This design comes from an exercise in tuning for small area on the open sky130 flow, not from production work.
In this exercise RTL edits were held to simulation tests only and were not proved equivalent to the original.
Power figures rest on the tool's default switching activity, not on a simulated workload.

==> flow/design.v <==
module systolic_sequencer #(
    parameter int DATAWIDTH = 16,
    parameter int N_SIZE    = 5,
    parameter int TIMEOUT   = 64
) (
    input  logic                            clk,
    input  logic                            rst_n,
    input  logic                            load_valid,
    output logic                            load_ready,
    input  logic                            load_sel,
    input  logic [$clog2(N_SIZE)-1:0]       load_row,
    input  logic [N_SIZE*DATAWIDTH-1:0]     load_data,
    input  logic                            start,
    output logic                            busy,
    output logic                            done,
    output logic                            err,
    output logic                            sa_clr_n,
    output logic                            sa_valid_in,
    output logic [N_SIZE*DATAWIDTH-1:0]     sa_a_out,
    output logic [N_SIZE*DATAWIDTH-1:0]     sa_b_out,
    input  logic                            sa_valid_out,
    input  logic [N_SIZE*2*DATAWIDTH-1:0]   sa_c_in,
    output logic                            res_valid,
    input  logic                            res_ready,
    output logic [$clog2(N_SIZE)-1:0]       res_row,
    output logic [N_SIZE*2*DATAWIDTH-1:0]   res_data
);
    localparam int N  = N_SIZE;
    localparam int RW = $clog2(N_SIZE);
    localparam int DW = DATAWIDTH;
    localparam int W  = N_SIZE * DATAWIDTH;
    logic          s_clr, s_feed, s_wait, s_drain;
    logic          idle;
    logic [RW-1:0] cnt;
    logic [N-1:0]  a_mask, b_mask;
    logic [N*W-1:0] pa, pb;    
    logic [W-1:0]  wd_a, wd_b;
    logic [N-1:0]  we_a, we_b, csel;
    logic          ld, last, beat;
    logic [5:0] wd;
    logic       tmo;
    assign idle = ~(s_clr | s_feed | s_wait | s_drain);
    assign ld   = idle & load_valid;
    assign last = cnt == RW'(N - 1);
    assign beat = s_wait & sa_valid_out;
    always_comb begin
        for (int j = 0; j < N; j++) begin
            csel[j] = cnt == RW'(j);
            we_a[j] = (ld & ~load_sel & load_row == RW'(j)) | (beat & csel[j]);
            we_b[j] = (ld &  load_sel & load_row == RW'(j)) | (beat & csel[j]);
        end
        wd_a = s_wait ? sa_c_in[W-1:0] : load_data;
        wd_b = s_wait ? sa_c_in[2*W-1:W] : load_data;
    end
    always_ff @(posedge clk) begin
        for (int j = 0; j < N; j++) begin
            if (we_a[j]) pa[j*W +: W] <= wd_a;
            if (we_b[j]) pb[j*W +: W] <= wd_b;
        end
    end
    always_comb begin
        logic [W-1:0] mb;
        sa_a_out = '0;
        mb = '0;
        res_data = '0;
        for (int k = 0; k < N; k++) begin
            for (int i = 0; i < N; i++)
                sa_a_out[i*DW +: DW] = sa_a_out[i*DW +: DW] |
                    ({DW{s_feed & csel[k]}} & pa[i*W + k*DW +: DW]);
            mb = mb | ({W{csel[k]}} & pb[k*W +: W]);
            res_data[W-1:0] = res_data[W-1:0] | ({W{s_drain & csel[k]}} & pa[k*W +: W]);
        end
        sa_b_out = mb & {W{s_feed}};
        res_data[2*W-1:W] = mb & {W{s_drain}};
    end
    assign busy        = ~idle;
    assign load_ready  = idle;
    assign sa_clr_n    = ~s_clr;
    assign sa_valid_in = s_feed;
    assign res_valid   = s_drain;
    assign res_row     = s_drain ? cnt : '0;
    assign tmo = s_wait & ~sa_valid_out & wd == 6'd63;
    always_ff @(posedge clk or negedge rst_n) begin
        if (!rst_n) begin
            s_clr   <= 1'b0;
            s_feed  <= 1'b0;
            s_wait  <= 1'b0;
            s_drain <= 1'b0;
            cnt     <= '0;
            a_mask  <= '0;
            b_mask  <= '0;
            done    <= 1'b0;
            err     <= 1'b0;
            wd      <= '0;
        end else begin
            done  <= s_drain & res_ready & last;
            err   <= tmo;
            wd    <= (s_wait & ~sa_valid_out) ? wd + 6'd1 : 6'd0;
            s_clr <= idle & start & (&a_mask) & (&b_mask);
            if (s_clr) s_feed <= 1'b1;
            else if (s_feed & last) s_feed <= 1'b0;
            if (s_feed & last) s_wait <= 1'b1;
            else if (beat & last) s_wait <= 1'b0;
            else if (tmo) s_wait <= 1'b0;
            if (beat & last) s_drain <= 1'b1;
            else if (s_drain & res_ready & last) s_drain <= 1'b0;
            if ((s_feed | beat | (s_drain & res_ready)) & ~last) cnt <= cnt + RW'(1);
            else if (s_feed | beat | (s_drain & res_ready)) cnt <= '0;
            else if (tmo) cnt <= '0;
            if ((s_drain & res_ready & last)
                | tmo
               ) begin
                a_mask <= '0;
                b_mask <= '0;
            end else if (ld) begin
                for (int j = 0; j < N; j++) begin
                    if (~load_sel & load_row == RW'(j)) a_mask[j] <= 1'b1;
                    if ( load_sel & load_row == RW'(j)) b_mask[j] <= 1'b1;
                end
            end
        end
    end
endmodule
==> flow/config.mk <==
export PLATFORM = sky130hd
export DESIGN_NAME = systolic_sequencer
export DESIGN_NICKNAME = systolic_sequencer
export VERILOG_FILES = /design/flow/design.v
export SDC_FILE = /design/flow/constraint.sdc
export NUM_CORES = 4
export LEC_CHECK = 0
export CAP_MARGIN = 20
export CORE_MARGIN = 2
export CORE_UTILIZATION = 40
export PLACE_DENSITY = 0.6
export SLEW_MARGIN = 20
==> flow/constraint.sdc <==
create_clock -name core_clock -period 5.0 [get_ports {clk}]
set_input_delay 1.0000 -clock core_clock [delete_from_list [all_inputs] [get_ports {clk}]]
set_output_delay 1.0000 -clock core_clock [all_outputs]
set_load 0.01 [all_outputs]
run.sh (not shown) runs the stock make flow with config.mk's settings and CLKGATE_MAP_FILE= SYNTH_SCRIPT=/design/flow/synth_recipe.tcl, a recipe that flattens the netlist after the stock synthesis.
==> next run, changes <==
==> flow/flow/run.sh (new file) <==
#!/bin/bash
# Standard layout with smaller port buffers and clock-tree buffers.
set -e
cp standard.sh flow_standard_sh.txt
cat config.mk > flow_config_before.txt
cat >> config.mk <<'EOC'
export BUFFER_PORTS_ARGS = -buffer_cell sky130_fd_sc_hd__buf_1
EOC
bash standard.sh > standard.log 2>&1
==> flow/standard.sh (new file) <==
#!/bin/bash
# synth_recipe.tcl (not shown) runs the flow's synth.tcl, then flattens the netlist and writes it again
# the make line also repeats each setting of config.mk as NAME=value (left out here)
make -C /OpenROAD-flow-scripts/flow DESIGN_CONFIG=/design/flow/config.mk WORK_HOME=/design/flow/orfs CLKGATE_MAP_FILE= SYNTH_SCRIPT=/design/flow/synth_recipe.tcl "${@:-finish}"
- BUFFER_PORTS_ARGS: not set -> -buffer_cell sky130_fd_sc_hd__buf_1
- CTS_BUF_LIST: not set -> sky130_fd_sc_hd__clkbuf_4
removed: flow/run.sh
The new run completed without violations; power goes down by about 8%; routed wire length goes down by about 1.7%; setup slack degrades by 0.032 ns; core utilization goes down by 4.5 points; non-clock buffer count goes down by 6; critical path depth goes down by 3; die area is unchanged; cell count goes up by 4.6%; design area goes down by about 9%; global-route usage goes down by 0.44 points; clock-buffer cell count goes up by 198.

[afterwards: timing with drivers on the ports]
The results above use ideal ports. As a check the final layouts listed here were re-extracted and re-timed, cells and wires unchanged.
Step 1 sets driving cells, clkbuf_16 on the clock port and buf_2 on the other inputs (assumed; they add their load-dependent delay and slew).
Step 2 times the ports against the registers' clock, not the clock port: input delays grow and output delays shrink by t, the midpoint of the rising clock arrivals with the driver on.
Three values: ideal ports, drivers, drivers and shift; two values: the first two.
run	t (ns)	setup WS [ns]	hold slack, ns
the first run	0.709	0.205 / 0.137 / 0.846	0.346 / 0.301 / 0.491
the second run	1.076	0.173 / 0.111 / 1.187	0.273 / 0.242 / 0.475
After both steps every run listed still meets setup and hold.
